Context: an optimization exercise on an open-source flow, tuned for small area. The choices shown serve that exercise and are no tape-out recipe.
At most, simulation tests tie the RTL to the original design; equivalence was not proved.
Power and IR drop assume default switching activity.

==> run a: inputs <==
Design scc_top, start of the top module:
module scc_top
(
    input  logic               i_emuclk,
    input  logic               i_rst_n,
    input  logic [17:0]        i_req,
    output logic [7:0]         o_db,
    output logic signed [10:0] o_sound
);
export LEC_CHECK = 0
export CAP_MARGIN = 20
export CORE_MARGIN = 2
export CORE_UTILIZATION = 40
export SLEW_MARGIN = 20
export SYNTH_HIERARCHICAL = 1
create_clock -name core_clock -period 7.0 [get_ports {i_emuclk}]
standard.sh (not shown) runs the stock make flow with config.mk's settings and CLKGATE_MAP_FILE= SYNTH_SCRIPT=/design/flow/synth_recipe.tcl, a recipe that flattens the netlist after the stock synthesis.
==> flow/flow/run.sh <==
#!/bin/bash
set -euo pipefail
export CTS_ARGS="-sink_clustering_enable -repair_clock_nets -dont_use_dummy_load -sink_buffer_max_cap_derate 1.0 -buf_list {sky130_fd_sc_hd__clkbuf_8 sky130_fd_sc_hd__clkbuf_16} -root_buf sky130_fd_sc_hd__clkbuf_16 -tree_buf sky130_fd_sc_hd__clkbuf_16 -sink_clustering_buffer sky130_fd_sc_hd__clkbuf_8 -sink_clustering_size 16 -sink_clustering_max_diameter 55"
export BUFFER_PORTS_ARGS="-buffer_cell sky130_fd_sc_hd__buf_1"
bash standard.sh > standard.log 2>&1
==> run b: changes against run a <==
CORE_UTILIZATION = 55   (was 40)
==> comparison table <==
Result of the run: run b complete, no violations; run a complete, no violations
Share of the final layout cell area in sequential cells: run b 0.462; run a 0.456
Antenna violations before repair: run b 13; run a 11
GR Util met3: run b 0.0812; run a 0.0610
Met3 layer wire length in the routed design: run b 17700 um; run a 16300 um
Post-layout worst setup margin: run b 1.90 ns; run a 2.01 ns
Reported sequential group power: run b 6020 uW; run a 6000 uW
Number of DRC markers after the initial detailed-route iteration: run b 7596; run a 7478
Number of buffers created by CTS: run b 77; run a 87
Antenna diode count: run b 4; run a 2
Final design utilization: run b 0.598; run a 0.439
Part of the power in combinational logic: run b 0.179; run a 0.172
Clock latency of the later-clocked register in the worst-skew pair: run b 0.62 ns; run a 0.67 ns
Largest net degree at the start of global routing: run b 59; run a 85
R2r endpoint: run b snd_q[7]$_DFF_P_; run a snd_q[8]$_DFF_P_
Sw Share: run b 0.301; run a 0.297
Data required time of the critical path: run b 7.46 ns; run a 7.51 ns
Area of the multi-input gates: run b 0.0186 sq mm; run a 0.0186 sq mm
Non-filler cells in the finished layout: run b 4404; run a 4748
Fraction of final layout cells with drive strength greater than 1: run b 0.0530; run a 0.0563
Placed cells: run b 4323; run a 4658
Number of detailed-routing iterations run before antenna repair: run b 17; run a 12
Core Footprint: run b 0.0686 sq mm; run a 0.0947 sq mm
No functional check of the RTL was part of any run of this note.

---

==> v39: inputs <==
scc_top, a different RTL version from the one above (not shown whole).
// scc_top
module scc_top
(
    input  logic               i_emuclk,
    input  logic               i_rst_n,
    input  logic [17:0]        i_req,
    output logic [7:0]         o_db,
    output logic signed [10:0] o_sound
);
==> module scc_mix_add, before the edit <==
module scc_mix_add (input logic [9:0] a, input logic [9:0] b, output logic [9:0] s);
    assign s = a + b + 1'b1;
endmodule
==> module scc_top, before the edit <==
module scc_top
(
    input  logic               i_emuclk,
    input  logic               i_rst_n,
    input  logic [17:0]        i_req,
    output logic [7:0]         o_db,
    output logic signed [10:0] o_sound
);
    logic       wr, rd;
    logic [7:0] addr, wdata;
    logic [7:0] wdata_r;
    assign wr    = i_req[17];
    assign rd    = i_req[16];
    assign addr  = i_req[15:8];
    assign wdata = i_req[7:0];
    assign wdata_r = wdata & {8{i_rst_n}};
    logic [31:0] asel;
    logic [2:0]  wv;
    logic [2:0]  rv;
    scc_dec32 u_adec (.a(addr[4:0]), .sel(asel));
    for (genvar v = 0; v < 3; v++) begin : g_win
        logic win;
        assign win   = (addr[7:5] == 3'(v));
        assign wv[v] = wr && win;
        assign rv[v] = rd && win && i_rst_n;
    end
    logic [2:0][11:0] freq_q;
    logic [2:0][3:0]  vol_q;
    logic [2:0]       load_q;
    logic [2:0]       en_q;
    for (genvar v = 0; v < 3; v++) begin : g_reg
        logic lo_wr, hi_wr, vol_wr;
        assign lo_wr  = wr && (addr == 8'(8'h80 + 2 * v));
        assign hi_wr  = wr && (addr == 8'(8'h81 + 2 * v));
        assign vol_wr = wr && (addr == 8'(8'h8A + v));
        always_ff @(posedge i_emuclk) begin
            if (!i_rst_n || lo_wr)  freq_q[v][7:0]  <= wdata_r;
            if (!i_rst_n || hi_wr)  freq_q[v][11:8] <= wdata_r[3:0];
            if (!i_rst_n || vol_wr) vol_q[v]        <= wdata_r[3:0];
        end
        always_ff @(posedge i_emuclk) load_q[v] <= i_rst_n && (lo_wr || hi_wr);
    end
    always_ff @(posedge i_emuclk) begin
        if (!i_rst_n || (wr && addr == 8'h8F)) en_q <= wdata_r[2:0];
    end
    logic [2:0][7:0] samp_q;
    logic [2:0][7:0][2:0] cpu_p;
    for (genvar v = 0; v < 3; v++) begin : g_voice
        logic [11:0] pcnt;
        logic [12:0] brw;
        logic [11:0] pdec;
        logic [4:0]  ptr;
        logic        zero;
        logic [31:0] psel;
        logic [7:0]  mem [32];
        logic [7:0]  play;
        assign brw[0] = 1'b1;
        for (genvar k = 0; k < 12; k++) begin : g_brw
            assign pdec[k]    = pcnt[k] ^ brw[k];
            assign brw[k + 1] = brw[k] & ~pcnt[k];
        end
        assign zero = brw[12];
        always_ff @(posedge i_emuclk) begin
            if (!i_rst_n)               pcnt <= '0;
            else if (load_q[v] || zero) pcnt <= freq_q[v];
            else                        pcnt <= pdec;
        end
        always_ff @(posedge i_emuclk) begin
            if (!i_rst_n || zero) ptr <= (ptr + 5'd1) & {5{i_rst_n}};
        end
        scc_dec32 u_pdec (.a(ptr), .sel(psel));
        for (genvar i = 0; i < 32; i++) begin : g_byte
            logic we, we_n;
            logic [7:0] nxt;
            scc_c_nand2 u_wen (.a(asel[i]), .b(wv[v]), .y(we_n));
            scc_c_inv   u_we  (.a(we_n), .y(we));
            for (genvar b = 0; b < 8; b++) begin : g_bit
                scc_c_ao22 u_hold (.a1(we), .a2(wdata[b]), .b1(we_n), .b2(mem[i][b]), .y(nxt[b]));
            end
            always_ff @(posedge i_emuclk) mem[i] <= nxt;
        end
        for (genvar b = 0; b < 8; b++) begin : g_col
            logic [31:0] col;
            logic [2:0]  pp;
            for (genvar i = 0; i < 32; i++) begin : g_c
                assign col[i] = mem[i][b];
            end
            scc_rd32 u_play (.s(psel), .d(col), .p(pp));
            scc_c_or3 u_or (.a(pp[0]), .b(pp[1]), .c(pp[2]), .y(play[b]));
            scc_rd32 u_cpu (.s(asel), .d(col), .p(cpu_p[v][b]));
        end
        always_ff @(posedge i_emuclk) samp_q[v] <= play;
    end
    logic [7:0] db_d;
    for (genvar b = 0; b < 8; b++) begin : g_db
        logic [2:0] n;
        for (genvar v = 0; v < 3; v++) begin : g_v
            scc_c_aoi222 u_g (.a1(rv[v]), .a2(cpu_p[v][b][0]), .b1(rv[v]), .b2(cpu_p[v][b][1]),
                              .c1(rv[v]), .c2(cpu_p[v][b][2]), .y(n[v]));
        end
        scc_c_nand3 u_o (.a(n[0]), .b(n[1]), .c(n[2]), .y(db_d[b]));
    end
    logic [7:0] db_q;
    always_ff @(posedge i_emuclk) db_q <= db_d;
    assign o_db = db_q;
    logic [9:0] mix_n;
    scc_mixer u_mix (
        .i_s     ({samp_q[2], samp_q[1], samp_q[0]}),
        .i_vol   ({vol_q[2], vol_q[1], vol_q[0]}),
        .i_en    (en_q),
        .o_mix_n (mix_n)
    );
    logic [9:0] snd_q;
    always_ff @(posedge i_emuclk) snd_q <= ~(mix_n | {10{!i_rst_n}});
    assign o_sound = {snd_q[9], snd_q};
endmodule
Settings: LEC_CHECK=0, CAP_MARGIN=20, CORE_MARGIN=2, CORE_UTILIZATION=40, SLEW_MARGIN=20, SYNTH_HIERARCHICAL=1; clock period 7.0 ns.
Scripts as last shown in full above: flow/flow/run.sh
==> v32: changes against v39 <==
--- a/flow/design.v
+++ b/flow/design.v
@@ -85,2 +85,44 @@
 `timescale 1ns/1ns
+module scc_cnt
+(
+    input  logic        i_rst_n,
+    input  logic        i_load,
+    input  logic [11:0] i_freq,
+    input  logic [11:0] i_pcnt,
+    input  logic [4:0]  i_ptr,
+    output logic [11:0] o_pcnt_d,
+    output logic        o_zero,
+    output logic [4:0]  o_ptr_d
+);
+    logic        rst;
+    logic [12:0] any;     
+    logic [11:0] dec;     
+    logic        lz, lz_r, keep_r;
+    scc_c_inv u_rst (.a(i_rst_n), .y(rst));
+    scc_c_inv u_dec0 (.a(i_pcnt[0]), .y(dec[0]));
+    assign any[1] = i_pcnt[0];
+    for (genvar k = 1; k < 12; k++) begin : g_dec
+        scc_c_xnor2 u_x (.a(i_pcnt[k]), .b(any[k]), .y(dec[k]));
+        scc_c_or2   u_o (.a(i_pcnt[k]), .b(any[k]), .y(any[k + 1]));
+    end
+    scc_c_inv u_zero (.a(any[12]), .y(o_zero));
+    scc_c_or2   u_lz   (.a(i_load), .b(o_zero), .y(lz));
+    scc_c_and2  u_lzr  (.a(lz), .b(i_rst_n), .y(lz_r));
+    scc_c_nor2  u_keep (.a(lz), .b(rst), .y(keep_r));
+    for (genvar k = 0; k < 12; k++) begin : g_d
+        scc_c_ao22 u_m (.a1(lz_r), .a2(i_freq[k]), .b1(keep_r), .b2(dec[k]), .y(o_pcnt_d[k]));
+    end
+    logic [4:0] c;
+    assign c[1] = i_ptr[0];
+    scc_c_nor2 u_p0 (.a(i_ptr[0]), .b(rst), .y(o_ptr_d[0]));
+    for (genvar k = 1; k < 5; k++) begin : g_inc
+        logic x;
+        scc_c_xnor2 u_x (.a(i_ptr[k]), .b(c[k]), .y(x));
+        scc_c_nor2  u_r (.a(x), .b(rst), .y(o_ptr_d[k]));
+        if (k < 4) begin : g_c
+            scc_c_and2 u_c (.a(i_ptr[k]), .b(c[k]), .y(c[k + 1]));
+        end
+    end
+endmodule
+`timescale 1ns/1ns
 module scc_mixer
@@ -539,3 +581,27 @@
 module scc_mix_add (input logic [9:0] a, input logic [9:0] b, output logic [9:0] s);
-    assign s = a + b + 1'b1;
+    logic [10:0] c;
+    logic [9:5] s0, s1;
+    logic [10:5] c0, c1;
+    scc_c_xnor2 u_s0 (.a(a[0]), .b(b[0]), .y(s[0]));
+    scc_c_or2   u_c0 (.a(a[0]), .b(b[0]), .y(c[1]));
+    scc_c_fa u_l1 (.a(a[1]), .b(b[1]), .c(c[1]), .s(s[1]), .co(c[2]));
+    scc_c_fa u_l2 (.a(a[2]), .b(b[2]), .c(c[2]), .s(s[2]), .co(c[3]));
+    scc_c_fa u_l3 (.a(a[3]), .b(b[3]), .c(c[3]), .s(s[3]), .co(c[4]));
+    scc_c_fa u_l4 (.a(a[4]), .b(b[4]), .c(c[4]), .s(s[4]), .co(c[5]));
+    scc_c_ha    u_h0 (.a(a[5]), .b(b[5]), .s(s0[5]), .co(c0[6]));
+    scc_c_xnor2 u_g0 (.a(a[5]), .b(b[5]), .y(s1[5]));
+    scc_c_or2   u_g1 (.a(a[5]), .b(b[5]), .y(c1[6]));
+    scc_c_fa u_h6 (.a(a[6]), .b(b[6]), .c(c0[6]), .s(s0[6]), .co(c0[7]));
+    scc_c_fa u_k6 (.a(a[6]), .b(b[6]), .c(c1[6]), .s(s1[6]), .co(c1[7]));
+    scc_c_fa u_h7 (.a(a[7]), .b(b[7]), .c(c0[7]), .s(s0[7]), .co(c0[8]));
+    scc_c_fa u_k7 (.a(a[7]), .b(b[7]), .c(c1[7]), .s(s1[7]), .co(c1[8]));
+    scc_c_fa u_h8 (.a(a[8]), .b(b[8]), .c(c0[8]), .s(s0[8]), .co(c0[9]));
+    scc_c_fa u_k8 (.a(a[8]), .b(b[8]), .c(c1[8]), .s(s1[8]), .co(c1[9]));
+    scc_c_fa u_h9 (.a(a[9]), .b(b[9]), .c(c0[9]), .s(s0[9]), .co(c0[10]));
+    scc_c_fa u_k9 (.a(a[9]), .b(b[9]), .c(c1[9]), .s(s1[9]), .co(c1[10]));
+    logic cn;
+    scc_c_inv u_cn (.a(c[5]), .y(cn));
+    for (genvar i = 5; i < 10; i++) begin : g_sel
+        scc_c_ao22 u_m (.a1(cn), .a2(s0[i]), .b1(c[5]), .b2(s1[i]), .y(s[i]));
+    end
 endmodule
@@ -591,5 +657,5 @@
         logic [11:0] pcnt;
-        logic [12:0] brw;
-        logic [11:0] pdec;
+        logic [11:0] pcnt_d;
         logic [4:0]  ptr;
+        logic [4:0]  ptr_d;
         logic        zero;
@@ -598,24 +664,27 @@
         logic [7:0]  play;
-        assign brw[0] = 1'b1;
-        for (genvar k = 0; k < 12; k++) begin : g_brw
-            assign pdec[k]    = pcnt[k] ^ brw[k];
-            assign brw[k + 1] = brw[k] & ~pcnt[k];
-        end
-        assign zero = brw[12];
+        scc_cnt u_cnt (
+            .i_rst_n  (i_rst_n),
+            .i_load   (load_q[v]),
+            .i_freq   (freq_q[v]),
+            .i_pcnt   (pcnt),
+            .i_ptr    (ptr),
+            .o_pcnt_d (pcnt_d),
+            .o_zero   (zero),
+            .o_ptr_d  (ptr_d)
+        );
+        always_ff @(posedge i_emuclk) pcnt <= pcnt_d;
         always_ff @(posedge i_emuclk) begin
-            if (!i_rst_n)               pcnt <= '0;
-            else if (load_q[v] || zero) pcnt <= freq_q[v];
-            else                        pcnt <= pdec;
-        end
-        always_ff @(posedge i_emuclk) begin
-            if (!i_rst_n || zero) ptr <= (ptr + 5'd1) & {5{i_rst_n}};
+            if (!i_rst_n || zero) ptr <= ptr_d;
         end
         scc_dec32 u_pdec (.a(ptr), .sel(psel));
+        logic [7:0] wdv;
+        for (genvar b = 0; b < 8; b++) begin : g_wdv
+            scc_c_and2 u_wdv (.a(wdata[b]), .b(wv[v]), .y(wdv[b]));
+        end
         for (genvar i = 0; i < 32; i++) begin : g_byte
-            logic we, we_n;
+            logic we_n;
             logic [7:0] nxt;
             scc_c_nand2 u_wen (.a(asel[i]), .b(wv[v]), .y(we_n));
-            scc_c_inv   u_we  (.a(we_n), .y(we));
             for (genvar b = 0; b < 8; b++) begin : g_bit
-                scc_c_ao22 u_hold (.a1(we), .a2(wdata[b]), .b1(we_n), .b2(mem[i][b]), .y(nxt[b]));
+                scc_c_ao22 u_hold (.a1(asel[i]), .a2(wdv[b]), .b1(we_n), .b2(mem[i][b]), .y(nxt[b]));
             end
==> flow/flow/run.sh (replaced) <==
#!/bin/bash
set -euo pipefail
export CTS_ARGS="-sink_clustering_enable -repair_clock_nets -dont_use_dummy_load -sink_buffer_max_cap_derate 1.0 -buf_list {sky130_fd_sc_hd__clkbuf_8 sky130_fd_sc_hd__clkbuf_16} -root_buf sky130_fd_sc_hd__clkbuf_16 -tree_buf sky130_fd_sc_hd__clkbuf_16 -sink_clustering_buffer sky130_fd_sc_hd__clkbuf_8 -sink_clustering_size 18 -sink_clustering_max_diameter 60"
export BUFFER_PORTS_ARGS="-buffer_cell sky130_fd_sc_hd__buf_1"
bash standard.sh > standard.log 2>&1
==> v11: changes against v39 <==
--- a/flow/design.v
+++ b/flow/design.v
@@ -85,2 +85,44 @@
 `timescale 1ns/1ns
+module scc_cnt
+(
+    input  logic        i_rst_n,
+    input  logic        i_load,
+    input  logic [11:0] i_freq,
+    input  logic [11:0] i_pcnt,
+    input  logic [4:0]  i_ptr,
+    output logic [11:0] o_pcnt_d,
+    output logic        o_zero,
+    output logic [4:0]  o_ptr_d
+);
+    logic        rst;
+    logic [12:0] any;     
+    logic [11:0] dec;     
+    logic        lz, lz_r, keep_r;
+    scc_c_inv u_rst (.a(i_rst_n), .y(rst));
+    scc_c_inv u_dec0 (.a(i_pcnt[0]), .y(dec[0]));
+    assign any[1] = i_pcnt[0];
+    for (genvar k = 1; k < 12; k++) begin : g_dec
+        scc_c_xnor2 u_x (.a(i_pcnt[k]), .b(any[k]), .y(dec[k]));
+        scc_c_or2   u_o (.a(i_pcnt[k]), .b(any[k]), .y(any[k + 1]));
+    end
+    scc_c_inv u_zero (.a(any[12]), .y(o_zero));
+    scc_c_or2   u_lz   (.a(i_load), .b(o_zero), .y(lz));
+    scc_c_and2  u_lzr  (.a(lz), .b(i_rst_n), .y(lz_r));
+    scc_c_nor2  u_keep (.a(lz), .b(rst), .y(keep_r));
+    for (genvar k = 0; k < 12; k++) begin : g_d
+        scc_c_ao22 u_m (.a1(lz_r), .a2(i_freq[k]), .b1(keep_r), .b2(dec[k]), .y(o_pcnt_d[k]));
+    end
+    logic [4:0] c;
+    assign c[1] = i_ptr[0];
+    scc_c_nor2 u_p0 (.a(i_ptr[0]), .b(rst), .y(o_ptr_d[0]));
+    for (genvar k = 1; k < 5; k++) begin : g_inc
+        logic x;
+        scc_c_xnor2 u_x (.a(i_ptr[k]), .b(c[k]), .y(x));
+        scc_c_nor2  u_r (.a(x), .b(rst), .y(o_ptr_d[k]));
+        if (k < 4) begin : g_c
+            scc_c_and2 u_c (.a(i_ptr[k]), .b(c[k]), .y(c[k + 1]));
+        end
+    end
+endmodule
+`timescale 1ns/1ns
 module scc_mixer
@@ -591,5 +633,5 @@
         logic [11:0] pcnt;
-        logic [12:0] brw;
-        logic [11:0] pdec;
+        logic [11:0] pcnt_d;
         logic [4:0]  ptr;
+        logic [4:0]  ptr_d;
         logic        zero;
@@ -598,15 +640,15 @@
         logic [7:0]  play;
-        assign brw[0] = 1'b1;
-        for (genvar k = 0; k < 12; k++) begin : g_brw
-            assign pdec[k]    = pcnt[k] ^ brw[k];
-            assign brw[k + 1] = brw[k] & ~pcnt[k];
-        end
-        assign zero = brw[12];
-        always_ff @(posedge i_emuclk) begin
-            if (!i_rst_n)               pcnt <= '0;
-            else if (load_q[v] || zero) pcnt <= freq_q[v];
-            else                        pcnt <= pdec;
-        end
+        scc_cnt u_cnt (
+            .i_rst_n  (i_rst_n),
+            .i_load   (load_q[v]),
+            .i_freq   (freq_q[v]),
+            .i_pcnt   (pcnt),
+            .i_ptr    (ptr),
+            .o_pcnt_d (pcnt_d),
+            .o_zero   (zero),
+            .o_ptr_d  (ptr_d)
+        );
+        always_ff @(posedge i_emuclk) pcnt <= pcnt_d;
         always_ff @(posedge i_emuclk) begin
-            if (!i_rst_n || zero) ptr <= (ptr + 5'd1) & {5{i_rst_n}};
+            if (!i_rst_n || zero) ptr <= ptr_d;
         end
==> summary of the runs <==
- Combinational power: v32 < v39 < v11.
- In core utilization, v11 and v32 hardly differ.
- In flip-flop and latch count, v39 and v32 do not differ.
- First-iteration DRC count: v32 < v11 < v39.

==> what the ideal ports hide <==
In the flow no input, the clock included, has a driving cell. The finished layouts below were timed again as built, in two steps. Step 1 assumes that a clkbuf_16 drives the clock port and a buf_2 every other input. Step 2 adds t to the input delays and takes it off the output delays; t is the mean of the earliest and latest rising clock arrival at the registers after step 1. Input paths then give back, and output paths get back, about the clock's delay inside the block. a / b / c = no drivers / after step 1 / after step 2; a / b = the first two.
| run | t (ns) | setup slack, ns | hold WS [ns] | slew at the worst register clock pin (ns) | worst data-port slew with drivers (ns) |
|---|---|---|---|---|---|
| run a | 0.683 | 2.014 / 2.014 / 2.014 | 0.488 / 0.488 / 0.488 | 0.10 / 0.10 | 0.08 |
| run b | 0.660 | 1.896 / 1.896 / 1.896 | 0.498 / 0.498 / 0.498 | 0.11 / 0.11 | 0.09 |
| v39 | 0.681 | 1.993 / 1.993 / 1.993 | 0.496 / 0.496 / 0.496 | 0.10 / 0.10 | 0.11 |
| v32 | 0.689 | 1.216 / 1.216 / 1.216 | 0.435 / 0.435 / 0.435 | 0.11 / 0.11 | 0.11 |
| v11 | 0.673 | 2.016 / 2.016 / 1.878 | 0.441 / 0.441 / 0.441 | 0.11 / 0.11 | 0.05 |
After both steps setup and hold are still met in every run listed. For v11, which loses most, drivers alone change the setup slack by 0.000 ns; drivers and shift together by -0.138 ns.
